This is an optimization exercise on Yosys and OpenROAD, whose aim is small area, not a production implementation.
RTL that was checked went through simulation tests only; none was proved equivalent to the original.
Only the layout flow was run in runs 2 to 5; the RTL was not checked for function there.
Power is estimated from default activity; no workload was simulated.

`run.sh`:
```
#!/bin/bash
# synth_recipe.tcl (not shown) runs the flow's synth.tcl, then flattens the netlist and writes it again
# the make line also repeats each setting of config.mk as NAME=value (left out here)
make -C /OpenROAD-flow-scripts/flow DESIGN_CONFIG=/design/flow/config.mk WORK_HOME=/design/flow/orfs CLKGATE_MAP_FILE= SYNTH_SCRIPT=/design/flow/synth_recipe.tcl finish
```
`config.mk`:
```
export PLATFORM = sky130hd
export DESIGN_NAME = id_stage
export DESIGN_NICKNAME = id_stage
export VERILOG_FILES = /design/flow/design.v
export SDC_FILE = /design/flow/constraint.sdc
export NUM_CORES = 4
export LEC_CHECK = 0
export CAP_MARGIN = 20
export CORE_MARGIN = 2
export CORE_UTILIZATION = 40
export SETUP_SLACK_MARGIN = 0.2
export SLEW_MARGIN = 20
export SYNTH_HIERARCHICAL = 1
export SYNTH_MINIMUM_KEEP_SIZE = 0
```
`constraint.sdc`:
```
create_clock -name core_clock -period 9.0 [get_ports {clk}]
set_input_delay 1.8000 -clock core_clock [delete_from_list [all_inputs] [get_ports {clk}]]
set_output_delay 1.8000 -clock core_clock [all_outputs]
set_load 0.01 [all_outputs]
```
`design.v`:
```
package id_stage_pkg;
  localparam int DW      = 32;
  localparam int REG_CNT = 32;
  localparam int RW      = $clog2(REG_CNT);
  localparam logic [31:0] NOP = 32'h0;
  localparam int OP_LSB = 26;
  localparam int RS_LSB = 21;
  localparam int RT_LSB = 16;
  localparam int RD_LSB = 11;
  localparam logic [5:0] OP_ADD  = 6'b000001;
  localparam logic [5:0] OP_SUB  = 6'b000011;
  localparam logic [5:0] OP_AND  = 6'b000101;
  localparam logic [5:0] OP_OR   = 6'b000110;
  localparam logic [5:0] OP_NOR  = 6'b000111;
  localparam logic [5:0] OP_XOR  = 6'b001000;
  localparam logic [5:0] OP_SLA  = 6'b001001;
  localparam logic [5:0] OP_SLL  = 6'b001010;
  localparam logic [5:0] OP_SRA  = 6'b001011;
  localparam logic [5:0] OP_SRL  = 6'b001100;
  localparam logic [5:0] OP_ADDI = 6'b100000;
  localparam logic [5:0] OP_SUBI = 6'b100001;
  localparam logic [5:0] OP_LD   = 6'b100100;
  localparam logic [5:0] OP_ST   = 6'b100101;
  localparam logic [5:0] OP_BEZ  = 6'b101000;
  localparam logic [5:0] OP_BNE  = 6'b101001;
  localparam logic [5:0] OP_JMP  = 6'b101010;
  localparam logic [3:0] ALU_ADD = 4'b0001;
  localparam logic [3:0] ALU_SUB = 4'b0011;
  typedef struct packed {
    logic [DW-1:0] pc;
    logic [3:0]    alu_cmd;
    logic [DW-1:0] val1;
    logic [DW-1:0] val2;
    logic [DW-1:0] st_val;
    logic [RW-1:0] dest;
    logic          wb_en;
    logic          mem_r;
    logic          mem_w;
  } id_ex_t;
  function automatic logic [DW-1:0] sext16(input logic [15:0] v);
    sext16 = {{(DW-16){v[15]}}, v};
  endfunction
endpackage
module id_stage_reg_file #(
  parameter  int REG_CNT = 32,
  parameter  int DW      = 32,
  localparam int AW      = $clog2(REG_CNT)
) (
  input  logic          clk,
  input  logic          rst,
  input  logic [AW-1:0] ra1,
  input  logic [AW-1:0] ra2,
  output logic [DW-1:0] rd1,
  output logic [DW-1:0] rd2,
  input  logic          we,
  input  logic [AW-1:0] wa,
  input  logic [DW-1:0] wd
);
  logic [REG_CNT-1:1][DW-1:0] regs;
  logic [REG_CNT-1:1]         vld;
  logic [REG_CNT-1:1]         wsel;
  always_comb begin
    for (int i = 1; i < REG_CNT; i++) wsel[i] = we && (wa == AW'(i));
  end
  always_ff @(posedge clk) begin
    for (int i = 1; i < REG_CNT; i++)
      if (wsel[i]) regs[i] <= wd;
  end
  always_ff @(posedge clk or posedge rst) begin
    if (rst) vld <= '0;
    else     vld <= vld | wsel;
  end
  id_stage_rd_port #(.REG_CNT(REG_CNT), .DW(DW)) u_rd1 (
    .ra(ra1), .we(we), .wa(wa), .wd(wd), .vld(vld), .regs(regs), .rd(rd1)
  );
  id_stage_rd_port #(.REG_CNT(REG_CNT), .DW(DW)) u_rd2 (
    .ra(ra2), .we(we), .wa(wa), .wd(wd), .vld(vld), .regs(regs), .rd(rd2)
  );
endmodule
module id_stage_rd_port #(
  parameter  int REG_CNT = 32,
  parameter  int DW      = 32,
  localparam int AW      = $clog2(REG_CNT)
) (
  input  logic [AW-1:0]              ra,
  input  logic                       we,
  input  logic [AW-1:0]              wa,
  input  logic [DW-1:0]              wd,
  input  logic [REG_CNT-1:1]         vld,
  input  logic [REG_CNT-1:1][DW-1:0] regs,
  output logic [DW-1:0]              rd
);
  logic [REG_CNT-1:0] sel;
  id_stage_rd_dec #(.REG_CNT(REG_CNT)) u_dec (
    .ra(ra), .we(we), .wa(wa), .vld(vld), .sel(sel)
  );
  for (genvar b = 0; b < DW; b++) begin : g_bit
    logic [REG_CNT-1:0] src;
    always_comb begin
      src[0] = wd[b];
      for (int i = 1; i < REG_CNT; i++) src[i] = regs[i][b];
    end
    id_stage_ao_n #(.N(REG_CNT)) u_ao (.sel(sel), .src(src), .y(rd[b]));
  end
endmodule
module id_stage_rd_dec #(
  parameter  int REG_CNT = 32,
  localparam int AW      = $clog2(REG_CNT)
) (
  input  logic [AW-1:0]      ra,
  input  logic               we,
  input  logic [AW-1:0]      wa,
  input  logic [REG_CNT-1:1] vld,
  output logic [REG_CNT-1:0] sel
);
  logic hit;
  always_comb begin
    hit    = we && (wa == ra) && (ra != '0);
    sel[0] = hit;
    for (int i = 1; i < REG_CNT; i++)
      sel[i] = (ra == AW'(i)) && vld[i] && !hit;
  end
endmodule
module id_stage_ao_n #(
  parameter int N = 32
) (
  input  logic [N-1:0] sel,
  input  logic [N-1:0] src,
  output logic         y
);
  localparam int G = (N + 2) / 3;
  logic [G-1:0] n;
  for (genvar g = 0; g < G; g++) begin : g_grp
    if (3*g + 3 <= N) begin : g_full
      id_stage_aoi3 u_aoi (.s(sel[3*g +: 3]), .d(src[3*g +: 3]), .y(n[g]));
    end else begin : g_part
      assign n[g] = ~|(sel[N-1:3*g] & src[N-1:3*g]);
    end
  end
  assign y = ~&n;
endmodule
module id_stage_aoi3 (
  input  logic [2:0] s,
  input  logic [2:0] d,
  output logic       y
);
  assign y = ~|(s & d);
endmodule
import id_stage_pkg::*;
module id_stage (
  input  logic          clk,
  input  logic          rst,
  input  logic [DW-1:0] pc_in,
  input  logic [DW-1:0] instr_in,
  input  logic          wb_en,
  input  logic [RW-1:0] wb_dest,
  input  logic [DW-1:0] wb_val,
  input  logic          exe_wb_en,
  input  logic [RW-1:0] exe_dest,
  input  logic          mem_wb_en,
  input  logic [RW-1:0] mem_dest,
  output logic          freez,
  output logic          br_taken,
  output logic [DW-1:0] br_addr,
  output logic [DW-1:0] pc_out,
  output logic [3:0]    alu_cmd,
  output logic [DW-1:0] val1,
  output logic [DW-1:0] val2,
  output logic [DW-1:0] st_val,
  output logic [RW-1:0] dest,
  output logic          wb_en_out,
  output logic          mem_r,
  output logic          mem_w
);
  logic [5:0]    op;
  logic [RW-1:0] rs, rt, rd;
  logic [DW-1:0] imm, rv1, rv2;
  logic          is_r, is_ai, is_ld, is_st;
  logic          is_bez, is_bne, is_jmp;
  logic          use1, use2, br_cond;
  logic          haz1, haz2;
  id_stage_pkg::id_ex_t d, q;
  assign op  = instr_in[OP_LSB +: 6];
  assign rs  = instr_in[RS_LSB +: RW];
  assign rt  = instr_in[RT_LSB +: RW];
  assign rd  = instr_in[RD_LSB +: RW];
  assign imm = {{(DW-16){instr_in[15]}}, instr_in[15:0]};
  id_stage_reg_file #(
    .REG_CNT(REG_CNT),
    .DW     (DW)
  ) u_rf (
    .clk(clk),
    .rst(rst),
    .ra1(rs),
    .ra2(rt),
    .rd1(rv1),
    .rd2(rv2),
    .we (wb_en),
    .wa (wb_dest),
    .wd (wb_val)
  );
  always_comb begin
    is_r   = (op == OP_ADD) || (op == OP_SUB) || (op == OP_AND) ||
             (op == OP_OR)  || (op == OP_NOR) || (op == OP_XOR) ||
             (op == OP_SLA) || (op == OP_SLL) || (op == OP_SRA) ||
             (op == OP_SRL);
    is_ai  = (op == OP_ADDI) || (op == OP_SUBI);
    is_ld  = (op == OP_LD);
    is_st  = (op == OP_ST);
    is_bez = (op == OP_BEZ);
    is_bne = (op == OP_BNE);
    is_jmp = (op == OP_JMP);
    d       = '0;
    use1    = 1'b0;
    use2    = 1'b0;
    br_cond = 1'b0;
    unique case (1'b1)
      is_r: begin
        use1      = 1'b1;
        use2      = 1'b1;
        d.alu_cmd = op[3:0];
        d.pc      = pc_in;
        d.val1    = rv1;
        d.val2    = rv2;
        d.dest    = rd;
        d.wb_en   = 1'b1;
      end
      is_ai, is_ld: begin
        use1      = 1'b1;
        d.alu_cmd = (op == OP_SUBI) ? ALU_SUB : ALU_ADD;
        d.pc      = pc_in;
        d.val1    = rv1;
        d.val2    = imm;
        d.dest    = rt;
        d.wb_en   = 1'b1;
        d.mem_r   = is_ld;
      end
      is_st: begin
        use1      = 1'b1;
        use2      = 1'b1;
        d.alu_cmd = ALU_ADD;
        d.pc      = pc_in;
        d.val1    = rv1;
        d.val2    = imm;
        d.st_val  = rv2;
        d.mem_w   = 1'b1;
      end
      is_bez: begin
        use1    = 1'b1;
        br_cond = (rv1 == '0);
      end
      is_bne: begin
        use1    = 1'b1;
        use2    = 1'b1;
        br_cond = (rv1 != rv2);
      end
      is_jmp: br_cond = 1'b1;
      default: ;
    endcase
  end
  assign haz1 = (rs != '0) &&
                ((exe_wb_en && rs == exe_dest) ||
                 (mem_wb_en && rs == mem_dest));
  assign haz2 = (rt != '0) &&
                ((exe_wb_en && rt == exe_dest) ||
                 (mem_wb_en && rt == mem_dest));
  assign freez = (use1 && haz1) || (use2 && haz2);
  assign br_taken = br_cond && !freez;
  assign br_addr  = pc_in + {imm[DW-3:0], 2'b00};
  always_ff @(posedge clk or posedge rst) begin
    if (rst)        q <= '0;
    else if (freez) q <= '0;
    else            q <= d;
  end
  assign pc_out    = q.pc;
  assign alu_cmd   = q.alu_cmd;
  assign val1      = q.val1;
  assign val2      = q.val2;
  assign st_val    = q.st_val;
  assign dest      = q.dest;
  assign wb_en_out = q.wb_en;
  assign mem_r     = q.mem_r;
  assign mem_w     = q.mem_w;
endmodule
```
==> notes.md, run 1 <==
# TYPE chip_impl_metric gauge
chip_impl_metric{name="synth_top_cell_area_share",unit=""} 0.6175
chip_impl_info{name="unrepaired_setup_endpoints_after_global_routing",value="no"} 1
chip_impl_metric{name="synth_cell_types",unit=""} 70
chip_impl_info{name="worstSetupPathType",value="in2out"} 1
chip_impl_metric{name="drtAntennaViolNets",unit=""} 0
chip_impl_metric{name="fin_nets",unit=""} 3810
chip_impl_metric{name="fp.coreArea",unit="um^2"} 119800
chip_impl_info{name="min_path_type",value="reg2reg"} 1
chip_impl_info{name="start_kind",value="input pin"} 1
chip_impl_metric{name="synth_cells",unit=""} 2961
chip_impl_metric{name="clk-insertion-delay-late",unit="ps"} 740
chip_impl_metric{name="first_pass_grt_wire_length",unit="um"} 263400
chip_impl_metric{name="route.vias.total",unit=""} 37570
chip_impl_info{name="run_status",value="no timing/DRC/antenna violations"} 1
chip_impl_metric{name="route.met2.wl",unit="um"} 82400
chip_impl_metric{name="overflow",unit=""} 0
chip_impl_metric{name="finalClockSkew",unit="ps"} 56.93
chip_impl_metric{name="vdd_drop_max",unit="uV"} 155.0
chip_impl_metric{name="drtPass1Iterations",unit=""} 13
chip_impl_metric{name="drt_iter0_markers",unit=""} 9073
chip_impl_info{name="synth.most_common_cell",value="edfxtp_1"} 1
chip_impl_metric{name="total_drc_errors_in_the_routed_layout",unit=""} 0
chip_impl_metric{name="number_of_h_tree_branching_levels",unit=""} 3
chip_impl_info{name="crit_top_cell",value="buf_4"} 1
chip_impl_metric{name="dieHeight",unit="um"} 351.3
chip_impl_metric{name="clock_sinks",unit=""} 1163
chip_impl_metric{name="worst_slew_pin_tran",unit="ps"} 1262
chip_impl_metric{name="report.final.hold_viol_count",unit=""} 0
chip_impl_metric{name="placement.io_buffers",unit=""} 289
chip_impl_metric{name="post-dp-hpwl",unit="um"} 127800
chip_impl_metric{name="synth-async-reset-ratio",unit=""} 0.1470
chip_impl_metric{name="timing.final.crit_period",unit="ps"} 8828
chip_impl_info{name="cp-startpoint",value="wb_dest[1]"} 1
chip_impl_info{name="endpoint_kind",value="primary output"} 1
chip_impl_metric{name="post_synth_instance_area",unit="um^2"} 48240
chip_impl_info{name="timing.critical_path.slowest_stage_cell",value="or4_4"} 1
chip_impl_metric{name="met3_wirelength",unit="um"} 25740
chip_impl_metric{name="clkTransAtPathRegs",unit="ps"} 60
chip_impl_metric{name="cts_buffers",unit=""} 120
chip_impl_metric{name="number_of_enable_type_register_cells_in_the_synthesized_netlist",unit=""} 992
chip_impl_metric{name="die_extent_in_x",unit="um"} 351.3
chip_impl_info{name="capturing_point_of_the_worst_reg2reg_path",value="q[77]"} 1
chip_impl_metric{name="syn_nets",unit=""} 3107
chip_impl_metric{name="grt_antenna_before_repair",unit=""} 4
chip_impl_metric{name="synth-warning-count",unit=""} 10
chip_impl_metric{name="postSynthAreaPerCell",unit="um^2"} 16.29
chip_impl_metric{name="routed_via_density",unit=""} 6.974
chip_impl_metric{name="place.detailed.instances",unit=""} 5136
chip_impl_metric{name="stdcell_count",unit=""} 5387
chip_impl_metric{name="fillCellCount",unit=""} 9978
chip_impl_metric{name="p_leak",unit="nW"} 20.68
chip_impl_info{name="setup.worst_path.end",value="br_taken"} 1
chip_impl_metric{name="first_global_vias",unit=""} 35530
chip_impl_metric{name="final.setup.tns",unit="ps"} 0
chip_impl_info{name="synth.top_cells.by_count",value="edfxtp_1 (992), a222oi_1 (640), dfrtp_1 (171)"} 1
chip_impl_metric{name="layout-drive-gt1-share",unit=""} 0.1992
chip_impl_metric{name="report.final.setup_viol",unit=""} 0
chip_impl_metric{name="detail_route.wirelength.met1",unit="um"} 69200
chip_impl_metric{name="p_per_area",unit="nW/um^2"} 205.1
chip_impl_metric{name="r2r_slack",unit="ps"} 5790
chip_impl_metric{name="ys_seq_area_frac",unit=""} 0.7062
chip_impl_metric{name="critical_path_peak_fanout",unit=""} 10
chip_impl_metric{name="slew-limit-headroom",unit=""} 0.1523
chip_impl_metric{name="crit_path_max_incr_delay",unit="ps"} 650
chip_impl_metric{name="cts_buffer_depth",unit=""} 3
chip_impl_info{name="synth_area_leaders",value="edfxtp_1 (62%), a222oi_1 (13%), dfrtp_1 (8.9%), nand4_1 (1.9%), or4_4 (1.5%)"} 1
chip_impl_metric{name="io_pins",unit=""} 290
chip_impl_metric{name="area_overhead_of_the_layout_relative_to_synthesis",unit="%"} 26.75
chip_impl_metric{name="worstPathRequired",unit="ps"} 7200
chip_impl_metric{name="design.die.area",unit="um^2"} 123400
chip_impl_metric{name="route.final.wire_length",unit="um"} 189700
chip_impl_metric{name="arrival",unit="ps"} 7030
chip_impl_metric{name="fmaxAchievable",unit="GHz"} 0.1133
chip_impl_metric{name="wl_per_cell",unit="um"} 35.21
chip_impl_metric{name="seq_cells_post_synth",unit=""} 1163
chip_impl_info{name="highest-signal-layer",value="met5"} 1
chip_impl_info{name="cts_tree",value="yes"} 1
chip_impl_metric{name="worst_r2r_path_depth",unit=""} 8
chip_impl_metric{name="fin_util",unit=""} 0.5103
chip_impl_metric{name="start_util",unit=""} 0.4026
chip_impl_info{name="timing.critical_path.cells",value="clkdlybuf4s50_1, buf_4, xor2_1, nor4_2, and3_4, bufbuf_16, nor4_4, buf_4, a222oi_1, nand4_1, or4_4, xnor2_4, nand4_1, nor4_4, a21oi_2, a21oi_2, buf_4, nor4b_2, clkbuf_2"} 1
chip_impl_info{name="synth_largest_area_cell",value="edfxtp_1"} 1
chip_impl_metric{name="final_min_period_over_clock_period",unit=""} 0.9809
chip_impl_info{name="commonest_register_cell_after_synthesis",value="edfxtp_1"} 1
chip_impl_metric{name="grt_start_max_net_pins",unit=""} 76
chip_impl_metric{name="row_count",unit=""} 127
chip_impl_info{name="worst_r2r_startpoint",value="u_rf.vld[16]"} 1
chip_impl_info{name="clk_root_buf",value="clkbuf_16"} 1
chip_impl_metric{name="cap_viol_max_count",unit=""} 0
chip_impl_metric{name="globalplace.congestion",unit=""} 1.016
chip_impl_metric{name="hold_fix_buffer_count_after_cts",unit=""} 0
chip_impl_metric{name="globalRouteTotalUtil",unit=""} 0.2991
chip_impl_metric{name="slew_viol_final",unit=""} 0
-- power by group --
| group | leakage, nW | internal, W | switching, W |
|---|---|---|---|
| Combinational | 7.47 | 0.000540 | 0.000825 |
| Clock | 2.00 | 0.00297 | 0.00218 |
| Sequential | 11.2 | 0.00597 | 0.0000651 |
-- modules after synthesis (local to each module, per instance), excerpt --
module | cell area [um^2] | flops+latches | times used | cells
id_stage_aoi3 | 10.01 | 0 | 640 | 1
id_stage | 7124 | 140 | 1 | 708
-- metal layers --
metal / up-vias / global-route usage
li1: 15020 / -
met1: 18730 / 0.4027
met2: 3305 / 0.4450
met3: 514 / 0.07197
met4: 2 / 0.1676
met5: - / 0
-- cell type report --
cell class              count  area [um^2]  share of cell area
repair buffers            651         6227              0.1018
well taps                1612         2017             0.03299
clock inverters            74        850.8             0.01391
clock buffers             155         3256             0.05324
inverters                  15        61.31            0.001003
multi-input cells        1713        14660              0.2397
diodes                      4        10.01           0.0001637
flip-flops and latches   1163        34070              0.5572
-- sequential cells by signal, summed over array words and instances, names as in the netlist --
register   flops
u_rf.regs    992
q            140
u_rf.vld      31
-- worst max-delay path: cells and delay by family --
kind                   cells  cell delay [ps]
AND/OR/NAND/NOR            8             2410
XOR/XNOR                   2              410
buffers and inverters      6             1440
AO/OA/AOI/OAI              3              920
-- timing repair --
| item | CTS | global route |
|---|---|---|
| cloned | 2 | 0 |
| setup buffers | 4 | 10 |
| setup endpoints to repair | 1 | 1 |
| hold endpoints to repair | 0 | 0 |
| resized for setup | 21 | 14 |
| pin swaps | 22 | 22 |
-- worst min path at each step --
stage                              end  depth (start not counted)  slack [ps]         start
after floorplan           u_rf.vld[22]                          1         450  u_rf.vld[22]
after global placement     u_rf.vld[9]                          1         480   u_rf.vld[9]
after detailed placement  u_rf.vld[18]                          1         490  u_rf.vld[18]
after CTS                  u_rf.vld[8]                          1         510   u_rf.vld[8]
after global routing      u_rf.vld[18]                          1         530  u_rf.vld[18]
final                     u_rf.vld[18]                          1         510  u_rf.vld[18]
-- through the flow --
stage	area (um^2)	setup slack (ps)	hold WS, ps	total power, W
finish	61150	171.6	508.8	0.01254
global route	61140	169.1	526.9	0.01286
CTS	60960	257.5	505.8	0.01253
detailed placement	56650	-701.6	490.4	0.007413
global placement	56570	-732.6	482.2	0.007408
floorplan	48240	791.4	448.5	0.006669
-- cells by family (layout without fill, tap and decap cells) --
logic type | count (synthesis) | in the layout | synth area share
flip-flops | 1163 | 1163 | 0.7062
AO/OA/AOI/OAI | 888 | 889 | 0.1689
AND/OR/NAND/NOR | 704 | 704 | 0.09106
XOR/XNOR | 89 | 89 | 0.01616
buffers and inverters | 86 | 895 | 0.009493
adder cells (fa/ha/maj) | 30 | 30 | 0.007937
multiplexers | 1 | 1 | 0.0002075
other | 0 | 4 | 0
-- cell usage in the layout, fill, tap and decap left out, drive strengths merged, types with 5 or more instances in the layout --
master,instances
a21o,7
o21ai,26
a222oi,640
nor2,83
clkdlybuf4s50,287
nand3,17
o21bai,35
and2,97
clkinvlp,6
ha,29
nand2b,17
clkbuf,157
buf,360
nor2b,8
a22o,64
o211ai,5
clkinv,47
a21oi,66
xor2,21
edfxtp,992
nand3b,6
bufinv,14
a22oi,20
nand2,154
xnor2,68
nor4,53
nor3,12
nor4b,16
inv,22
or4,66
nand4,151
dfrtp,171
==> run 2, diff against run 1 <==
--- a/design.v
+++ b/design.v
@@ -114,11 +114,26 @@
   output logic [REG_CNT-1:0] sel
 );
-  logic hit;
+  localparam int LW = 2;
+  localparam int HW = AW - LW;
+  logic              hit;
+  logic [2**LW-1:0]  lo;
+  logic [2**HW-1:0]  hi;
+  assign hit = we && (wa == ra) && (ra != '0);
   always_comb begin
-    hit    = we && (wa == ra) && (ra != '0);
-    sel[0] = hit;
-    for (int i = 1; i < REG_CNT; i++)
-      sel[i] = (ra == AW'(i)) && vld[i] && !hit;
-  end
+    for (int j = 0; j < 2**LW; j++) lo[j] = (ra[LW-1:0] == LW'(j));
+    for (int j = 0; j < 2**HW; j++) hi[j] = (ra[AW-1:LW] == HW'(j)) && !hit;
+  end
+  assign sel[0] = hit;
+  for (genvar i = 1; i < REG_CNT; i++) begin : g_sel
+    id_stage_and3 u_and (.a(lo[i % 2**LW]), .b(hi[i / 2**LW]), .c(vld[i]), .y(sel[i]));
+  end
+endmodule
+module id_stage_and3 (
+  input  logic a,
+  input  logic b,
+  input  logic c,
+  output logic y
+);
+  assign y = a & b & c;
 endmodule
 module id_stage_ao_n #(
--- a/config.mk
+++ b/config.mk
@@ -6,9 +6,10 @@
 export NUM_CORES = 4
 export LEC_CHECK = 0
-export CAP_MARGIN = 20
+export CAP_MARGIN = 0
 export CORE_MARGIN = 2
 export CORE_UTILIZATION = 40
+export CTS_BUF_LIST = sky130_fd_sc_hd__clkbuf_4
 export SETUP_SLACK_MARGIN = 0.2
-export SLEW_MARGIN = 20
+export SLEW_MARGIN = 0
 export SYNTH_HIERARCHICAL = 1
 export SYNTH_MINIMUM_KEEP_SIZE = 0
==> run 2 against run 1 <==
  * Via count grew 2.8%
  * Synthesized cell count decreased by 1.6%
  * Power decreased by 2.9%
  * Largest power group unchanged
  * Sequential cell count unchanged
  * Core utilization up 1.0 points
  * Cell count is 8.0% higher
==> notes.md, run 2 <==
# TYPE chip_impl_metric gauge
chip_impl_metric{name="vdd_drop_max",unit="uV"} 124.9
chip_impl_info{name="cts_tree",value="yes"} 1
chip_impl_metric{name="number_of_enable_type_register_cells_in_the_synthesized_netlist",unit=""} 992
chip_impl_metric{name="fp.coreArea",unit="um^2"} 118400
chip_impl_metric{name="cts_buffer_depth",unit=""} 4
chip_impl_metric{name="number_of_h_tree_branching_levels",unit=""} 5
chip_impl_metric{name="postSynthAreaPerCell",unit="um^2"} 16.41
chip_impl_metric{name="p_leak",unit="nW"} 22.19
chip_impl_metric{name="design.die.area",unit="um^2"} 122300
chip_impl_metric{name="slew_viol_final",unit=""} 0
chip_impl_metric{name="arrival",unit="ps"} 6880
chip_impl_metric{name="grt_start_max_net_pins",unit=""} 81
chip_impl_info{name="run_status",value="no timing/DRC/antenna violations"} 1
chip_impl_info{name="start_kind",value="input pin"} 1
chip_impl_metric{name="hold_fix_buffer_count_after_cts",unit=""} 0
chip_impl_metric{name="clk-insertion-delay-late",unit="ps"} 1240
chip_impl_metric{name="layout-drive-gt1-share",unit=""} 0.2825
chip_impl_metric{name="syn_nets",unit=""} 3061
chip_impl_metric{name="stdcell_count",unit=""} 5820
chip_impl_metric{name="clock_power_share",unit=""} 0.383
chip_impl_metric{name="p_per_area",unit="nW/um^2"} 197.5
chip_impl_metric{name="post_synth_instance_area",unit="um^2"} 47820
chip_impl_metric{name="pwr-share-seq",unit=""} 0.495
chip_impl_info{name="largestRegisters",value="u_rf.regs (992), q (140), u_rf.vld (31)"} 1
chip_impl_metric{name="worstPathRequired",unit="ps"} 7200
chip_impl_metric{name="final_min_period_over_clock_period",unit=""} 0.9648
chip_impl_metric{name="drtPass1Iterations",unit=""} 22
chip_impl_metric{name="synth_cell_types",unit=""} 69
chip_impl_metric{name="report.final.hold_viol_count",unit=""} 0
chip_impl_metric{name="post-dp-hpwl",unit="um"} 123700
chip_impl_metric{name="synth-warning-count",unit=""} 10
chip_impl_info{name="synth_largest_area_cell",value="edfxtp_1"} 1
chip_impl_info{name="mostFrequentLayoutCell",value="edfxtp_1"} 1
chip_impl_metric{name="first_global_vias",unit=""} 37740
chip_impl_metric{name="place.detailed.instances",unit=""} 5276
chip_impl_metric{name="synth-async-reset-ratio",unit=""} 0.1470
chip_impl_metric{name="globalplace.congestion",unit=""} 0.9695
chip_impl_metric{name="grt_antenna_before_repair",unit=""} 7
chip_impl_metric{name="die_extent_in_x",unit="um"} 349.8
chip_impl_metric{name="drt_iter0_markers",unit=""} 9168
chip_impl_info{name="synth.most_common_cell",value="edfxtp_1"} 1
chip_impl_metric{name="route.final.wire_length",unit="um"} 184900
chip_impl_metric{name="ys_seq_area_frac",unit=""} 0.7123
chip_impl_info{name="top_register",value="u_rf.regs"} 1
chip_impl_metric{name="largest_register_ff_count",unit=""} 992
chip_impl_metric{name="fin_util",unit=""} 0.5205
chip_impl_metric{name="start_util",unit=""} 0.4039
chip_impl_metric{name="total_drc_errors_in_the_routed_layout",unit=""} 0
chip_impl_info{name="clk_root_buf",value="clkbuf_4"} 1
chip_impl_metric{name="overflow",unit=""} 0
chip_impl_metric{name="placement.io_buffers",unit=""} 289
chip_impl_metric{name="fin_nets",unit=""} 4153
chip_impl_info{name="synth_area_leaders",value="edfxtp_1 (62%), a222oi_1 (13%), dfrtp_1 (8.9%), nand4_1 (1.9%), or4_4 (1.5%)"} 1
chip_impl_metric{name="synth_top_cell_area_share",unit=""} 0.6229
chip_impl_metric{name="worst_slew_pin_tran",unit="ps"} 1289
chip_impl_metric{name="cap_viol_max_count",unit=""} 0
chip_impl_metric{name="synth_cells",unit=""} 2915
chip_impl_metric{name="fmaxAchievable",unit="GHz"} 0.1152
chip_impl_metric{name="power.switching_fraction",unit=""} 0.2525
chip_impl_metric{name="comb_power_share",unit=""} 0.122
chip_impl_metric{name="routed_via_density",unit=""} 6.636
chip_impl_metric{name="design_power_total",unit="W"} 0.01217
chip_impl_info{name="unrepaired_setup_endpoints_after_global_routing",value="no"} 1
chip_impl_metric{name="slew-limit-headroom",unit=""} 0.1383
chip_impl_metric{name="netSwitchingPower",unit="W"} 0.003074
chip_impl_info{name="endpoint_kind",value="primary output"} 1
chip_impl_metric{name="row_count",unit=""} 126
chip_impl_info{name="min_path_type",value="reg2reg"} 1
chip_impl_info{name="worstSetupPathType",value="in2out"} 1
chip_impl_metric{name="timing.final.crit_period",unit="ps"} 8683
chip_impl_metric{name="route.vias.total",unit=""} 38620
chip_impl_metric{name="seq_cells_post_synth",unit=""} 1163
chip_impl_metric{name="clock_sinks",unit=""} 1163
chip_impl_info{name="mostFrequentLayoutCells",value="edfxtp_1 (992), a222oi_1 (640), buf_4 (482)"} 1
chip_impl_info{name="synth.top_cells.by_count",value="edfxtp_1 (992), a222oi_1 (640), dfrtp_1 (171)"} 1
chip_impl_metric{name="report.final.setup_viol",unit=""} 0
chip_impl_metric{name="finalClockSkew",unit="ps"} 108.5
chip_impl_metric{name="cts_buffers",unit=""} 323
chip_impl_metric{name="area_overhead_of_the_layout_relative_to_synthesis",unit="%"} 28.87
chip_impl_metric{name="critical_path_peak_fanout",unit=""} 7
chip_impl_metric{name="first_pass_grt_wire_length",unit="um"} 259800
chip_impl_metric{name="io_pins",unit=""} 290
chip_impl_metric{name="drtAntennaViolNets",unit=""} 0
chip_impl_metric{name="dieHeight",unit="um"} 349.8
chip_impl_metric{name="wl_per_cell",unit="um"} 31.77
chip_impl_info{name="commonest_register_cell_after_synthesis",value="edfxtp_1"} 1
chip_impl_metric{name="globalRouteTotalUtil",unit=""} 0.2947
chip_impl_metric{name="clkTransAtPathRegs",unit="ps"} 60
chip_impl_metric{name="cell_internal_power",unit="W"} 0.009100
[run 2: cell count changes in the layout (fill, tap and decap cells not counted), sizes merged, moves of 7 or more]
cell           previous run  this run
clkbuf                  157       460
buf                     360       534
and3                      3        63
nor4                     53        16
nand2                   154       124
clkinv                   47        62
nor4b                    16         2
bufinv                   14         6
dlygate4sd2               0         8
nand2b                   17         9
nand3                    17         9
clkdlybuf4s50           287       280
[run 2: cell families after synthesis]
logic type	Yosys count	synth area share
buffers and inverters	74	0.007168
adder cells (fa/ha/maj)	30	0.008006
XOR/XNOR	89	0.01630
AO/OA/AOI/OAI	900	0.1723
multiplexers	1	0.0002093
AND/OR/NAND/NOR	658	0.08369
flip-flops	1163	0.7123
[run 2: layout make-up]
cell class | count | area (um^2)
fillers | 9887 | 56770
flip-flops and latches | 1163 | 34070
multi-input cells | 1679 | 14070
repair buffers | 823 | 7510
clock buffers | 460 | 3453
well taps | 1600 | 2002
clock inverters | 70 | 441.7
inverters | 17 | 68.82
diodes | 8 | 20.02
[run 2: worst max-delay path: stages]
cell	delay [ps]
clkdlybuf4s50_1	540
xnor2_1	140
and2_1	290
buf_4	210
a211oi_1	140
and3_2	280
buf_4	170
a222oi_1	580
nand4_1	260
or4_4	550
xnor2_1	180
buf_4	180
nand4_1	260
nor4_2	340
buf_4	150
a21oi_2	70
buf_4	160
a21oi_2	170
nor4b_2	70
buf_4	150
dlymetal6s2s_1	160
[run 2: per-module statistics from Yosys, one instance, submodules excluded, excerpt]
| module | times used | flops+latches |
|---|---|---|
| id_stage | 1 | 140 |
| id_stage_aoi3 | 640 | 0 |
| id_stage_and3 | 62 | 0 |
[run 2: timing repair]
item | in CTS | in global routing
setup endpoints to repair | 1 | 1
pin swaps | 36 | 11
cloned | 1 | 0
resized for setup | 57 | 12
setup buffers | 5 | 0
[run 2: routing by layer]
metal | track usage | up-vias | part of all wire
met5 | 0 | - | 0
met2 | 0.4393 | 3341 | 0.44
met1 | 0.3920 | 19020 | 0.37
li1 | - | 15780 | -
met4 | 0.1803 | 0 | 0.060
met3 | 0.06804 | 481 | 0.13
[run 2: power by group through the flow]
stage | clock, W | combinational, W | sequential, W
after floorplan | 0 | 0.000528 | 0.00613
after global placement | 0 | 0.00137 | 0.00614
after detailed placement | 0 | 0.00137 | 0.00614
after CTS | 0.00474 | 0.00143 | 0.00603
after global routing | 0.00505 | 0.00153 | 0.00604
final | 0.00466 | 0.00148 | 0.00603
[run 2: final timing paths]
kind                             startpoint     endpoint  cells after the start  slack (ps)
worst min-delay path            u_rf.vld[1]  u_rf.vld[1]                      1         500
min in group asynchronous               rst  u_rf.vld[4]                      3        1150
worst min register to register  u_rf.vld[1]  u_rf.vld[1]                      1         500
max in group asynchronous               rst        q[21]                      3        6390
worst max-delay path             wb_dest[0]     br_taken                     21         320
worst max register to register  u_rf.vld[8]        q[65]                      9        5960
[run 2: through the flow]
| stage | setup TNS (ps) | setup WS [ps] | hold slack (ps) | cell area [um^2] |
|---|---|---|---|---|
| global route | 0 | 305.8 | 506.2 | 61630 |
| global placement | -811.6 | -811.6 | 481.8 | 57270 |
| finish | 0 | 317.2 | 504.3 | 61630 |
| CTS | 0 | 203.8 | 495.9 | 61550 |
| floorplan | 0 | 1945 | 450.9 | 47820 |
| detailed placement | -763.5 | -763.5 | 479.9 | 57270 |
==> run 3, diff against run 2 <==
--- a/config.mk
+++ b/config.mk
@@ -9,5 +9,4 @@
 export CORE_MARGIN = 2
 export CORE_UTILIZATION = 40
-export CTS_BUF_LIST = sky130_fd_sc_hd__clkbuf_4
 export SETUP_SLACK_MARGIN = 0.2
 export SLEW_MARGIN = 0
==> run 3 against run 2 <==
  * Core utilization barely moved
  * Cell count down 5.4%
  * Routed wire length fell by 1.3%
  * Clock power up 6.2%
  * Highest routed layer is now met5
  * Critical path depth grew 1
  * Power up 2.4%
  * Die area did not move
  * Critical endpoint unchanged
  * Sequential cell count is the same
  * Global-route usage down 0.48 points
  * Sequential share of layout area hardly changed
  * Non-clock buffer count up 1
==> notes.md, run 3 <==
# TYPE chip_impl_metric gauge
chip_impl_metric{name="total_drc_errors_in_the_routed_layout",unit=""} 0
chip_impl_info{name="min_path_type",value="reg2reg"} 1
chip_impl_metric{name="area_overhead_of_the_layout_relative_to_synthesis",unit="%"} 28.96
chip_impl_info{name="largestRegisters",value="u_rf.regs (992), q (140), u_rf.vld (31)"} 1
chip_impl_metric{name="wl_per_cell",unit="um"} 33.17
chip_impl_metric{name="comb_power_share",unit=""} 0.119
chip_impl_info{name="unrepaired_setup_endpoints_after_global_routing",value="no"} 1
chip_impl_metric{name="p_per_area",unit="nW/um^2"} 202.2
chip_impl_metric{name="post-route-cell-area",unit="um^2"} 61680
chip_impl_metric{name="arrival",unit="ps"} 6820
chip_impl_metric{name="first_global_vias",unit=""} 35880
chip_impl_metric{name="final_min_period_over_clock_period",unit=""} 0.9582
chip_impl_metric{name="synth_cell_types",unit=""} 69
chip_impl_metric{name="fin_nets",unit=""} 3950
chip_impl_metric{name="multi_input_comb_area",unit="um^2"} 14090
chip_impl_metric{name="overflow",unit=""} 0
chip_impl_metric{name="worst_r2r_path_depth",unit=""} 9
chip_impl_metric{name="worst_slew_pin_tran",unit="ps"} 1272
chip_impl_metric{name="layout-drive-gt1-share",unit=""} 0.2271
chip_impl_metric{name="clock_sinks",unit=""} 1163
chip_impl_metric{name="clk-insertion-delay-late",unit="ps"} 730
chip_impl_metric{name="drtAntennaViolNets",unit=""} 0
chip_impl_metric{name="route.vias.total",unit=""} 37590
chip_impl_info{name="top_register",value="u_rf.regs"} 1
chip_impl_metric{name="cell_internal_power",unit="W"} 0.009435
chip_impl_info{name="capturing_point_of_the_worst_reg2reg_path",value="q[53]"} 1
chip_impl_info{name="setup.worst_path.end",value="br_taken"} 1
chip_impl_metric{name="slew_viol_final",unit=""} 0
chip_impl_metric{name="grt_start_max_net_pins",unit=""} 81
chip_impl_metric{name="drt_iter0_markers",unit=""} 9294
chip_impl_metric{name="slew-limit-headroom",unit=""} 0.1501
chip_impl_metric{name="start_util",unit=""} 0.4039
chip_impl_metric{name="routed_via_density",unit=""} 6.829
chip_impl_metric{name="layout.area.seq",unit="um^2"} 34070
chip_impl_info{name="run_status",value="no timing/DRC/antenna violations"} 1
chip_impl_info{name="clk_root_buf",value="clkbuf_16"} 1
chip_impl_metric{name="clkTransAtPathRegs",unit="ps"} 60
chip_impl_info{name="start_kind",value="input pin"} 1
chip_impl_metric{name="route.final.wire_length",unit="um"} 182600
chip_impl_info{name="synth.most_common_cell",value="edfxtp_1"} 1
chip_impl_metric{name="syn_nets",unit=""} 3061
chip_impl_info{name="worst_r2r_startpoint",value="u_rf.vld[8]"} 1
chip_impl_metric{name="cts_buffer_depth",unit=""} 3
chip_impl_info{name="synth_largest_area_cell",value="edfxtp_1"} 1
chip_impl_metric{name="power.switching_fraction",unit=""} 0.2433
chip_impl_metric{name="post-dp-hpwl",unit="um"} 123700
chip_impl_metric{name="synth-async-reset-ratio",unit=""} 0.1470
chip_impl_metric{name="synth_top_cell_area_share",unit=""} 0.6229
chip_impl_info{name="mostFrequentLayoutCells",value="edfxtp_1 (992), a222oi_1 (640), buf_4 (480)"} 1
chip_impl_metric{name="p_leak",unit="nW"} 21.75
chip_impl_metric{name="dieHeight",unit="um"} 349.8
chip_impl_metric{name="cts_buffers",unit=""} 119
chip_impl_metric{name="critical_path_peak_fanout",unit=""} 16
chip_impl_metric{name="report.final.setup_viol",unit=""} 0
chip_impl_metric{name="postSynthAreaPerCell",unit="um^2"} 16.41
chip_impl_info{name="cts_tree",value="yes"} 1
chip_impl_metric{name="finalHoldWorstSlack",unit="ps"} 498.0
chip_impl_metric{name="worstPathRequired",unit="ps"} 7200
chip_impl_metric{name="report.final.hold_viol_count",unit=""} 0
chip_impl_metric{name="die_extent_in_x",unit="um"} 349.8
chip_impl_metric{name="post_synth_instance_area",unit="um^2"} 47820
chip_impl_metric{name="clock_power_share",unit=""} 0.397
chip_impl_metric{name="fp.coreArea",unit="um^2"} 118400
chip_impl_metric{name="netSwitchingPower",unit="W"} 0.003033
chip_impl_metric{name="synth-warning-count",unit=""} 10
chip_impl_info{name="synth_area_leaders",value="edfxtp_1 (62%), a222oi_1 (13%), dfrtp_1 (8.9%), nand4_1 (1.9%), or4_4 (1.5%)"} 1
chip_impl_metric{name="cap_viol_max_count",unit=""} 0
chip_impl_metric{name="design.die.area",unit="um^2"} 122300
chip_impl_metric{name="placement.io_buffers",unit=""} 289
chip_impl_metric{name="fmaxAchievable",unit="GHz"} 0.1160
chip_impl_metric{name="placement.cell_area",unit="um^2"} 57270
chip_impl_metric{name="fillCellCount",unit=""} 9681
chip_impl_metric{name="globalRouteTotalUtil",unit=""} 0.2899
chip_impl_info{name="worstSetupPathType",value="in2out"} 1
chip_impl_metric{name="number_of_h_tree_branching_levels",unit=""} 3
chip_impl_metric{name="synth_cells",unit=""} 2915
chip_impl_metric{name="final.setup.tns",unit="ps"} 0
chip_impl_info{name="cp-startpoint",value="wb_dest[0]"} 1
chip_impl_metric{name="ys_seq_area_frac",unit=""} 0.7123
chip_impl_metric{name="seq_cells_post_synth",unit=""} 1163
chip_impl_metric{name="drtPass1Iterations",unit=""} 10
chip_impl_metric{name="vdd_drop_max",unit="uV"} 159.7
chip_impl_metric{name="row_count",unit=""} 126
chip_impl_info{name="mostFrequentLayoutCell",value="edfxtp_1"} 1
chip_impl_metric{name="number_of_enable_type_register_cells_in_the_synthesized_netlist",unit=""} 992
chip_impl_metric{name="largest_register_ff_count",unit=""} 992
chip_impl_metric{name="grt_antenna_before_repair",unit=""} 7
chip_impl_metric{name="timing.final.crit_period",unit="ps"} 8624
chip_impl_metric{name="finalClockSkew",unit="ps"} 38.84
chip_impl_metric{name="globalplace.congestion",unit=""} 0.9695
chip_impl_metric{name="first_pass_grt_wire_length",unit="um"} 255900
chip_impl_info{name="synth.top_cells.by_count",value="edfxtp_1 (992), a222oi_1 (640), dfrtp_1 (171)"} 1
chip_impl_metric{name="pwr-share-seq",unit=""} 0.484
chip_impl_metric{name="io_pins",unit=""} 290
chip_impl_info{name="endpoint_kind",value="primary output"} 1
chip_impl_metric{name="r2r_slack",unit="ps"} 6000
chip_impl_info{name="commonest_register_cell_after_synthesis",value="edfxtp_1"} 1
==> run 3: cell counts after synthesis <==
Identical to the previous run, type by type.
==> run 3: worst min path at each step <==
stage	cells after the start	startpoint	end	slack, ps
after floorplan	1	u_rf.vld[12]	u_rf.vld[12]	450
after global placement	1	u_rf.vld[6]	u_rf.vld[6]	480
after detailed placement	1	u_rf.vld[2]	u_rf.vld[2]	480
after CTS	1	u_rf.vld[1]	u_rf.vld[1]	490
after global routing	1	u_rf.vld[1]	u_rf.vld[1]	510
final	1	u_rf.vld[1]	u_rf.vld[1]	500
==> run 3: repair_timing <==
item / 4_1_cts / 5_1_grt
endpoints found under the setup margin: 1 / 1
hold buffers: 0 / 0
cloned: 1 / 0
buffers inserted: 5 / 1
resized for setup: 56 / 18
pin swaps: 26 / 23
==> run 3: cell families after synthesis <==
logic type      after synthesis  share of synthesized area
xor+xnor                     89                    0.01630
compound gates              900                     0.1723
flops                      1163                     0.7123
mux                           1                  0.0002093
buf+inv                      74                   0.007168
simple gates                658                    0.08369
fa+ha+maj                    30                   0.008006
==> run 3: power groups by stage <==
stage | combinational [W] | sequential (W) | clock [W]
floorplan | 0.000528 | 0.00613 | 0
global placement | 0.00137 | 0.00614 | 0
detailed placement | 0.00137 | 0.00614 | 0
CTS | 0.00143 | 0.00603 | 0.00499
global route | 0.00153 | 0.00604 | 0.00521
finish | 0.00149 | 0.00603 | 0.00495
==> run 3: area by class of cell <==
type,count,share of cell area
timing repair buffer,824,0.1222
sequential,1163,0.5524
inverter,17,0.001116
tap,1600,0.03246
multi-input combinational,1679,0.2285
antenna,2,0.00008115
clock buffer,145,0.05104
clock inverter,74,0.01219
==> run 3: modules after synthesis, one instance, submodules excluded, excerpt <==
module,flops+latches,cell area [um^2],cells inside,copies in the design
id_stage,140,7124,708,1
id_stage_aoi3,0,10.01,1,640
id_stage_and3,0,6.256,1,62
==> run 3: worst max-delay path, cell delays in order <==
cell             delay, ps
clkdlybuf4s50_1        550
xnor2_1                140
and2_0                 210
buf_12                 170
a21oi_1                120
and3_1                 190
buf_12                 160
buf_4                  190
a222oi_1               490
nand4_1                310
or4_4                  560
buf_4                  170
xnor2_4                250
nand4_1                210
nor4_2                 330
buf_4                  160
a21oi_2                 70
buf_4                  160
a21oi_2                160
nor4b_2                 70
buf_4                  150
dlymetal6s2s_1         160
==> run 3: per-stage QoR <==
step	total power, W	utilization	worst slack (ps)	cells
after floorplan	0.006658	-	1945	2915
after global placement	0.007504	0.4837	-811.6	5276
after detailed placement	0.007506	0.4837	-763.5	5276
after CTS	0.01245	0.5198	203.7	5501
after global routing	0.01278	0.5209	299.9	5502
final	0.01247	0.5209	375.9	5504
==> run 3: routing by layer <==
| layer | GRT usage | vias up | share of wire |
|---|---|---|---|
| met3 | 0.05714 | 483 | 0.13 |
| met5 | 0 | - | 0.00015 |
| met1 | 0.3941 | 18720 | 0.37 |
| met4 | 0.1569 | 4 | 0.062 |
| li1 | - | 15210 | - |
| met2 | 0.4391 | 3173 | 0.44 |
==> run 4, diff against run 3 <==
--- a/config.mk
+++ b/config.mk
@@ -6,9 +6,10 @@
 export NUM_CORES = 4
 export LEC_CHECK = 0
-export CAP_MARGIN = 0
+export CAP_MARGIN = 20
 export CORE_MARGIN = 2
 export CORE_UTILIZATION = 40
+export GPL_TIMING_DRIVEN = 0
 export SETUP_SLACK_MARGIN = 0.2
-export SLEW_MARGIN = 0
+export SLEW_MARGIN = 20
 export SYNTH_HIERARCHICAL = 1
 export SYNTH_MINIMUM_KEEP_SIZE = 0
==> run 4 against run 3 <==
  * Still clean on timing, DRC and antenna
  * Cell area down 2.8%
  * Critical endpoint unchanged
  * Synthesized cell count unchanged
  * Largest power group unchanged
  * Via count down 4.5%
  * Clock skew down 14 ps
  * Die area unchanged
  * Worst hold slack better by 11 ps
  * Highest routed layer unchanged
  * Sequential share of layout area up 1.6 points
==> notes.md, run 4 <==
# TYPE chip_impl_metric gauge
chip_impl_metric{name="total_drc_errors_in_the_routed_layout",unit=""} 0
chip_impl_metric{name="clock_sinks",unit=""} 1163
chip_impl_metric{name="worst_slew_pin_tran",unit="ps"} 1293
chip_impl_info{name="mostFrequentLayoutCells",value="edfxtp_1 (992), a222oi_1 (640), clkdlybuf4s50_1 (239)"} 1
chip_impl_metric{name="report.final.setup_viol",unit=""} 0
chip_impl_info{name="endpoint_kind",value="primary output"} 1
chip_impl_metric{name="final.setup.tns",unit="ps"} 0
chip_impl_metric{name="slew-limit-headroom",unit=""} 0.1364
chip_impl_metric{name="vdd_drop_max",unit="uV"} 147.8
chip_impl_info{name="clk_root_buf",value="clkbuf_16"} 1
chip_impl_metric{name="area_overhead_of_the_layout_relative_to_synthesis",unit="%"} 25.30
chip_impl_metric{name="slew_viol_final",unit=""} 0
chip_impl_metric{name="multi_input_comb_area",unit="um^2"} 14140
chip_impl_metric{name="synth-async-reset-ratio",unit=""} 0.1470
chip_impl_info{name="synth_largest_area_cell",value="edfxtp_1"} 1
chip_impl_metric{name="layout.area.seq",unit="um^2"} 34070
chip_impl_metric{name="placement.io_buffers",unit=""} 286
chip_impl_metric{name="grt_start_max_net_pins",unit=""} 85
chip_impl_info{name="cts_tree",value="yes"} 1
chip_impl_metric{name="synth_cells",unit=""} 2915
chip_impl_metric{name="timing.final.crit_period",unit="ps"} 8695
chip_impl_metric{name="drtAntennaViolNets",unit=""} 0
chip_impl_metric{name="post_synth_instance_area",unit="um^2"} 47820
chip_impl_info{name="crit_top_cell",value="a21oi_2"} 1
chip_impl_metric{name="finalClockSkew",unit="ps"} 25.04
chip_impl_info{name="timing.critical_path.slowest_stage_cell",value="nor4_4"} 1
chip_impl_metric{name="globalplace.congestion",unit=""} 0.9487
chip_impl_metric{name="wl_per_cell",unit="um"} 34.77
chip_impl_metric{name="row_count",unit=""} 126
chip_impl_metric{name="critical_path_peak_fanout",unit=""} 19
chip_impl_info{name="largestRegisters",value="u_rf.regs (992), q (140), u_rf.vld (31)"} 1
chip_impl_info{name="worstSetupPathType",value="in2out"} 1
chip_impl_metric{name="first_global_vias",unit=""} 33970
chip_impl_metric{name="final_min_period_over_clock_period",unit=""} 0.9661
chip_impl_metric{name="drt_iter0_markers",unit=""} 8391
chip_impl_metric{name="cap_viol_max_count",unit=""} 0
chip_impl_metric{name="start_util",unit=""} 0.4039
chip_impl_metric{name="report.final.hold_viol_count",unit=""} 0
chip_impl_metric{name="ys_seq_area_frac",unit=""} 0.7123
chip_impl_metric{name="synth-warning-count",unit=""} 10
chip_impl_info{name="synth.top_cells.by_count",value="edfxtp_1 (992), a222oi_1 (640), dfrtp_1 (171)"} 1
chip_impl_metric{name="fmaxAchievable",unit="GHz"} 0.1150
chip_impl_metric{name="syn_nets",unit=""} 3061
chip_impl_metric{name="route.vias.total",unit=""} 35900
chip_impl_metric{name="hold_fix_buffer_count_after_cts",unit=""} 0
chip_impl_metric{name="detailedPlace.worstSlack",unit="ps"} -1325
chip_impl_metric{name="largest_register_ff_count",unit=""} 992
chip_impl_info{name="run_status",value="no timing/DRC/antenna violations"} 1
chip_impl_info{name="timing.critical_path.cells",value="clkbuf_2, buf_6, xor2_1, nor4_4, buf_4, a21oi_2, and3_4, buf_12, a222oi_1, nand4_1, or4_4, xnor2_2, nand4_1, nor4_4, a21oi_2, a21oi_2, nor4b_2, buf_2"} 1
chip_impl_info{name="min_path_type",value="reg2reg"} 1
chip_impl_metric{name="synth_cell_types",unit=""} 69
chip_impl_metric{name="layout-drive-gt1-share",unit=""} 0.1633
chip_impl_metric{name="crit_path_max_incr_delay",unit="ps"} 680
chip_impl_metric{name="clk-insertion-delay-late",unit="ps"} 730
chip_impl_metric{name="number_of_enable_type_register_cells_in_the_synthesized_netlist",unit=""} 992
chip_impl_metric{name="cts_buffer_depth",unit=""} 3
chip_impl_metric{name="seq_cells_post_synth",unit=""} 1163
chip_impl_metric{name="post-dp-hpwl",unit="um"} 121800
chip_impl_metric{name="first_pass_grt_wire_length",unit="um"} 247200
chip_impl_info{name="mostFrequentLayoutCell",value="edfxtp_1"} 1
chip_impl_metric{name="routed_via_density",unit=""} 6.948
chip_impl_info{name="unrepaired_setup_endpoints_after_global_routing",value="no"} 1
chip_impl_metric{name="globalRouteTotalUtil",unit=""} 0.2822
chip_impl_metric{name="io_pins",unit=""} 290
chip_impl_metric{name="dieHeight",unit="um"} 349.8
chip_impl_metric{name="drtPass1Iterations",unit=""} 12
chip_impl_metric{name="worstPathRequired",unit="ps"} 7200
chip_impl_metric{name="postSynthAreaPerCell",unit="um^2"} 16.41
chip_impl_metric{name="fp.coreArea",unit="um^2"} 118400
chip_impl_metric{name="route.final.wire_length",unit="um"} 179600
chip_impl_metric{name="synth_top_cell_area_share",unit=""} 0.6229
chip_impl_metric{name="clkTransAtPathRegs",unit="ps"} 60
chip_impl_info{name="top_register",value="u_rf.regs"} 1
chip_impl_metric{name="design_power_total",unit="W"} 0.01217
chip_impl_metric{name="cts_buffers",unit=""} 118
chip_impl_info{name="commonest_register_cell_after_synthesis",value="edfxtp_1"} 1
chip_impl_info{name="synth.most_common_cell",value="edfxtp_1"} 1
chip_impl_metric{name="fillCellCount",unit=""} 9691
chip_impl_metric{name="fin_nets",unit=""} 3608
chip_impl_metric{name="die_extent_in_x",unit="um"} 349.8
chip_impl_metric{name="p_per_area",unit="nW/um^2"} 203.1
chip_impl_info{name="synth_area_leaders",value="edfxtp_1 (62%), a222oi_1 (13%), dfrtp_1 (8.9%), nand4_1 (1.9%), or4_4 (1.5%)"} 1
chip_impl_metric{name="fin_ws",unit="ps"} 304.9
chip_impl_metric{name="grt_antenna_before_repair",unit=""} 9
chip_impl_info{name="start_kind",value="input pin"} 1
chip_impl_metric{name="overflow",unit=""} 0
chip_impl_metric{name="design.die.area",unit="um^2"} 122300
chip_impl_metric{name="p_leak",unit="nW"} 20.12
chip_impl_metric{name="arrival",unit="ps"} 6900
chip_impl_metric{name="number_of_h_tree_branching_levels",unit=""} 3
## run 4: metal layers
| metal | vias to the layer above | part of all wire | global-route usage |
|---|---|---|---|
| met5 | - | 0.00027 | 0 |
| met4 | 8 | 0.055 | 0.1359 |
| met3 | 437 | 0.16 | 0.08404 |
| met2 | 3052 | 0.42 | 0.4111 |
| met1 | 17880 | 0.37 | 0.3858 |
| li1 | 14520 | - | - |
## run 4: power by group
group          total, W  internal, W  switching [W]
Clock           0.00484      0.00275        0.00208
Combinational   0.00130     0.000489       0.000808
Sequential      0.00603      0.00597      0.0000654
Total            0.0122      0.00921        0.00296
## run 4: repair_timing
| action | CTS | global route |
|---|---|---|
| resized for setup | 60 | 59 |
| gates cloned | 0 | 2 |
| setup endpoints to repair | 1 | 1 |
| buffers inserted | 18 | 14 |
| pin swaps | 33 | 32 |
## run 4: area by class of cell
type | count | area share
antenna | 3 | 0.0001253
multi-input combinational | 1680 | 0.2359
inverter | 17 | 0.001190
sequential | 1163 | 0.5685
tap | 1600 | 0.03341
clock buffer | 162 | 0.05441
buffer | 57 | 0.005032
timing repair buffer | 425 | 0.09256
clock inverter | 59 | 0.008894
## run 4: cells by family (layout without fill, tap and decap cells)
family | after synthesis | in the layout | synth area share
and+or+nand+nor | 658 | 660 | 0.08369
buffers and inverters | 74 | 720 | 0.007168
DFF | 1163 | 1163 | 0.7123
muxes | 1 | 1 | 0.0002093
adders and majority gates | 30 | 30 | 0.008006
xor gates and xnor gates | 89 | 89 | 0.01630
AOI/OAI and AO/OA | 900 | 900 | 0.1723
other | 0 | 3 | 0
## run 4: final timing paths
kind / startpoint / endpoint / slack [ps] / cells after the start
setup / recovery: instr_in[20] / br_taken / 300 / 18
hold / removal: u_rf.vld[30] / u_rf.vld[30] / 510 / 1
setup reg to reg: u_rf.vld[28] / q[48] / 6070 / 8
hold reg to reg: u_rf.vld[30] / u_rf.vld[30] / 510 / 1
max in group asynchronous: rst / q[103] / 6610 / 3
min in group asynchronous: rst / q[77] / 1650 / 2
## run 4: Yosys stat by module, one instance, submodules excluded, excerpt
module / cell area (um^2) / flip-flops and latches / cells / copies in the design
id_stage: 7124 / 140 / 708 / 1
id_stage_aoi3: 10.01 / 0 / 1 / 640
id_stage_and3: 6.256 / 0 / 1 / 62
## run 4: worst max-delay path: cells and delay by family
family,cells,cell delay (ps)
and+or+nand+nor,7,2980
AOI/OAI and AO/OA,4,850
buffers and inverters,5,920
xor gates and xnor gates,2,300
## run 4: through the flow
step	util	std cells	hold slack (ps)	instance area (um^2)
floorplan	-	2915	450.9	47820
global placement	0.4450	4801	468.2	52690
detailed placement	0.4687	4908	474.1	55500
CTS	0.5041	5147	504.4	59690
global route	0.5061	5163	526.3	59920
finish	0.5062	5166	509.4	59930
==> run 5, diff against run 4 <==
--- a/design.v
+++ b/design.v
@@ -60,4 +60,5 @@
   logic [REG_CNT-1:1]         vld;
   logic [REG_CNT-1:1]         wsel;
+  logic [REG_CNT-1:1]         rdv;
   always_comb begin
     for (int i = 1; i < REG_CNT; i++) wsel[i] = we && (wa == AW'(i));
@@ -71,9 +72,10 @@
     else     vld <= vld | wsel;
   end
+  assign rdv = vld & ~wsel;
   id_stage_rd_port #(.REG_CNT(REG_CNT), .DW(DW)) u_rd1 (
-    .ra(ra1), .we(we), .wa(wa), .wd(wd), .vld(vld), .regs(regs), .rd(rd1)
+    .ra(ra1), .we(we), .wa(wa), .wd(wd), .rdv(rdv), .regs(regs), .rd(rd1)
   );
   id_stage_rd_port #(.REG_CNT(REG_CNT), .DW(DW)) u_rd2 (
-    .ra(ra2), .we(we), .wa(wa), .wd(wd), .vld(vld), .regs(regs), .rd(rd2)
+    .ra(ra2), .we(we), .wa(wa), .wd(wd), .rdv(rdv), .regs(regs), .rd(rd2)
   );
 endmodule
@@ -87,5 +89,5 @@
   input  logic [AW-1:0]              wa,
   input  logic [DW-1:0]              wd,
-  input  logic [REG_CNT-1:1]         vld,
+  input  logic [REG_CNT-1:1]         rdv,
   input  logic [REG_CNT-1:1][DW-1:0] regs,
   output logic [DW-1:0]              rd
@@ -93,5 +95,5 @@
   logic [REG_CNT-1:0] sel;
   id_stage_rd_dec #(.REG_CNT(REG_CNT)) u_dec (
-    .ra(ra), .we(we), .wa(wa), .vld(vld), .sel(sel)
+    .ra(ra), .we(we), .wa(wa), .rdv(rdv), .sel(sel)
   );
   for (genvar b = 0; b < DW; b++) begin : g_bit
@@ -111,20 +113,18 @@
   input  logic               we,
   input  logic [AW-1:0]      wa,
-  input  logic [REG_CNT-1:1] vld,
+  input  logic [REG_CNT-1:1] rdv,
   output logic [REG_CNT-1:0] sel
 );
   localparam int LW = 2;
   localparam int HW = AW - LW;
-  logic              hit;
   logic [2**LW-1:0]  lo;
   logic [2**HW-1:0]  hi;
-  assign hit = we && (wa == ra) && (ra != '0);
   always_comb begin
     for (int j = 0; j < 2**LW; j++) lo[j] = (ra[LW-1:0] == LW'(j));
-    for (int j = 0; j < 2**HW; j++) hi[j] = (ra[AW-1:LW] == HW'(j)) && !hit;
-  end
-  assign sel[0] = hit;
+    for (int j = 0; j < 2**HW; j++) hi[j] = (ra[AW-1:LW] == HW'(j));
+  end
+  assign sel[0] = we && (wa == ra) && (ra != '0);
   for (genvar i = 1; i < REG_CNT; i++) begin : g_sel
-    id_stage_and3 u_and (.a(lo[i % 2**LW]), .b(hi[i / 2**LW]), .c(vld[i]), .y(sel[i]));
+    id_stage_and3 u_and (.a(lo[i % 2**LW]), .b(hi[i / 2**LW]), .c(rdv[i]), .y(sel[i]));
   end
 endmodule
==> flow/run.sh (new file) <==
#!/bin/bash
# Layout flow: the standard ORFS flow (standard.sh, which runs the
# standard synthesis unchanged), with two changes to how the layout is made:
#  - the port buffers are sky130_fd_sc_hd__buf_1 instead of the cell
#    buffer_ports picks by default (every port still gets its buffer);
#  - clock tree synthesis inserts no dummy loads.
# Each make run's full output goes to a log file in the work folder; ORFS's
# per-step logs are under orfs/logs/.
set -euo pipefail
cd "$(dirname "${BASH_SOURCE[0]}")/.."
bash standard.sh \
  "BUFFER_PORTS_ARGS=-buffer_cell sky130_fd_sc_hd__buf_1" \
  "CTS_ARGS=-sink_clustering_enable -repair_clock_nets -dont_use_dummy_load" \
  finish > flow_make.log 2>&1
==> standard.sh (new file) <==
#!/bin/bash
# synth_recipe.tcl (not shown) runs the flow's synth.tcl, then flattens the netlist and writes it again
# the make line also repeats each setting of config.mk as NAME=value (left out here)
make -C /OpenROAD-flow-scripts/flow DESIGN_CONFIG=/design/flow/config.mk WORK_HOME=/design/flow/orfs CLKGATE_MAP_FILE= SYNTH_SCRIPT=/design/flow/synth_recipe.tcl "${@:-finish}"
removed: run.sh
==> run 5 against run 4 <==
  * First-iteration DRC count is 6.5% higher
  * Critical endpoint unchanged
  * Via count is 0.67% lower
  * Synthesized cell count rose by 0.51%
  * Area after synthesis up 0.29%
  * Core utilization decreased by 2.9 points
  * Sequential share of layout area grew 2.9 points
  * Setup slack got worse by 110 ps
  * Fmax down 1.2%
  * Largest cell class unchanged
  * Routed wire length down 1.5%
  * Sequential cell count unchanged
  * Clock-buffer cell count decreased by 45
  * Critical path type unchanged
==> notes.md, run 5 <==
# TYPE chip_impl_metric gauge
chip_impl_info{name="run_status",value="no timing/DRC/antenna violations"} 1
chip_impl_metric{name="total_drc_errors_in_the_routed_layout",unit=""} 0
chip_impl_metric{name="vdd_drop_max",unit="uV"} 163.6
chip_impl_metric{name="largest_register_ff_count",unit=""} 992
chip_impl_metric{name="worstPathRequired",unit="ps"} 7200
chip_impl_metric{name="clkTransAtPathRegs",unit="ps"} 50
chip_impl_info{name="mostFrequentLayoutCells",value="edfxtp_1 (992), a222oi_1 (640), buf_1 (251)"} 1
chip_impl_metric{name="start_util",unit=""} 0.4014
chip_impl_info{name="endpoint_kind",value="primary output"} 1
chip_impl_metric{name="globalRouteTotalUtil",unit=""} 0.2783
chip_impl_metric{name="layout-drive-gt1-share",unit=""} 0.1419
chip_impl_metric{name="clock_power_share",unit=""} 0.365
chip_impl_info{name="commonest_register_cell_after_synthesis",value="edfxtp_1"} 1
chip_impl_metric{name="p_leak",unit="nW"} 18.88
chip_impl_metric{name="timing.final.crit_period",unit="ps"} 8801
chip_impl_info{name="start_kind",value="input pin"} 1
chip_impl_metric{name="syn_nets",unit=""} 3076
chip_impl_metric{name="wl_per_cell",unit="um"} 34.99
chip_impl_metric{name="overflow",unit=""} 0
chip_impl_metric{name="slew_viol_final",unit=""} 0
chip_impl_info{name="largestRegisters",value="u_rf.regs (992), q (140), u_rf.vld (31)"} 1
chip_impl_info{name="mostFrequentLayoutCell",value="edfxtp_1"} 1
chip_impl_info{name="min_path_type",value="reg2reg"} 1
chip_impl_metric{name="hold_fix_buffer_count_after_cts",unit=""} 0
chip_impl_info{name="holdCritStartpoint",value="u_rf.vld[3]"} 1
chip_impl_metric{name="finalClockSkew",unit="ps"} 99.43
chip_impl_metric{name="fp.coreArea",unit="um^2"} 119500
chip_impl_metric{name="ys_seq_area_frac",unit=""} 0.7103
chip_impl_metric{name="globalplace.congestion",unit=""} 0.9243
chip_impl_metric{name="first_pass_grt_wire_length",unit="um"} 244700
chip_impl_metric{name="placement.io_buffers",unit=""} 286
chip_impl_info{name="synth.most_common_cell",value="edfxtp_1"} 1
chip_impl_metric{name="synth_cell_types",unit=""} 66
chip_impl_metric{name="pwr-share-seq",unit=""} 0.533
[run 5: cell count changes in the layout (fill, tap and decap cells not counted), sizes merged, moves of 6 or more]
cell and delta:
nor3b +6, buf +225, clkinv -45, clkbuf -51, xnor2 +8, o21a +28, dlymetal6s2s -8, a21oi -10
xor2 -8, bufinv -8, clkdlybuf4s50 -239
[run 5: timing repair]
item	CTS	global route
resized for setup	19	37
pin swaps	3	11
setup buffers	0	1
endpoints found under the setup margin	1	1
[run 5: kinds of logic (layout without fill, tap and decap cells)]
group,count (synthesis),after routing,synth area share
AND/OR/NAND/NOR,661,661,0.08392
adder cells (fa/ha/maj),30,30,0.007983
buffers and inverters,71,586,0.006965
flip-flops,1163,1163,0.7103
AO/OA/AOI/OAI,915,915,0.1743
multiplexers,1,1,0.0002087
other,0,1,0
XOR/XNOR,89,89,0.01625
[run 5: per-module statistics from Yosys (local to each module, per instance), excerpt]
module / times used / cell area (um^2) / flip-flops and latches
id_stage_aoi3: 640 / 10.01 / 0
id_stage_and3: 62 / 6.256 / 0
id_stage: 1 / 7124 / 140
[run 5: worst max-delay path by stage]
stage               end  cells after the start  slack, ps       start
2_1_floorplan  br_taken                     14       2010  wb_dest[4]
3_3_place_gp   br_taken                     15      -1000       wb_en
3_5_place_dp   br_taken                     17       -320  wb_dest[3]
4_1_cts        br_taken                     17        220  wb_dest[0]
5_1_grt        br_taken                     17        200  wb_dest[4]
6_report       br_taken                     17        200  wb_dest[4]
[run 5: power by group through the flow]
stage	logic, W	registers (W)	clock network, W
3_5_place_dp	0.00110	0.00612	0
2_1_floorplan	0.000536	0.00612	0
4_1_cts	0.00111	0.00601	0.00416
5_1_grt	0.00120	0.00602	0.00437
6_report	0.00116	0.00601	0.00412
3_3_place_gp	0.00104	0.00612	0
[run 5: final cells by class]
cell class / count / area (um^2) / area share
Buffer: 55 / 295.3 / 0.005178
Multi-Input combinational cell: 1696 / 13990 / 0.2453
Timing Repair Buffer: 398 / 3664 / 0.06424
Sequential cell: 1163 / 34070 / 0.5974
Tap cell: 1612 / 2017 / 0.03537
Inverter: 16 / 67.56 / 0.001185
Clock buffer: 117 / 2928 / 0.05134
Antenna cell: 1 / 2.502 / 0.00004388
[run 5: per-layer routing]
metal | GRT usage | share of wire
met1 | 0.3817 | 0.37
met2 | 0.3978 | 0.42
met3 | 0.09336 | 0.16
met4 | 0.1303 | 0.052
met5 | 0 | 0.00080
[run 5: metrics by stage]
step | hold slack [ps] | std cells | total power, W | setup slack, ps
after floorplan | 436.5 | 2930 | 0.006660 | 2006
after global placement | 448.3 | 4828 | 0.007160 | -998.3
after detailed placement | 458.9 | 4939 | 0.007214 | -324.7
after CTS | 469.6 | 5056 | 0.01128 | 217.4
after global routing | 482.4 | 5057 | 0.01159 | 200.2
final | 467.4 | 5058 | 0.01129 | 198.8
[run 5: worst max-delay path: stages]
cell and delay (ps):
clkbuf_2 190, or4b_1 540, buf_2 250, o21a_1 230
and3_4 300, buf_16 220, a222oi_1 340, nand4_1 320
or4_4 680, nor4_1 340, nand4_1 570, nor2_2 420
o21ai_0 120, nor2_1 90, a21oi_1 60, nor4b_2 300
buf_1 190

-- static timing again, ports no longer ideal --
The flow's constraints put no driver on any port. The routed layouts listed below were extracted and timed again, unchanged, in two steps. Step 1, drivers: a clkbuf_16 drives clk and a buf_2 each remaining input, both assumed. Step 2 times the ports against the registers' clock, not the clock port: input delays grow and output delays shrink by t, the midpoint of the rising clock arrivals with the driver on. Three values: ideal ports, drivers, drivers and shift; two values: the first two.
run | t (ns) | setup WS [ns] | latest minus earliest clock arrival (ns)
run 1 | 0.787 | 0.172 / 0.144 / 0.144 | 0.064 / 0.064
run 2 | 1.255 | 0.317 / 0.266 / 0.266 | 0.114 / 0.114
run 3 | 0.789 | 0.376 / 0.325 / 0.325 | 0.040 / 0.040
run 4 | 0.783 | 0.305 / 0.281 / 0.281 | 0.025 / 0.026
run 5 | 0.773 | 0.199 / 0.154 / 0.154 | 0.110 / 0.110
After both steps setup and hold are still met in every run listed.
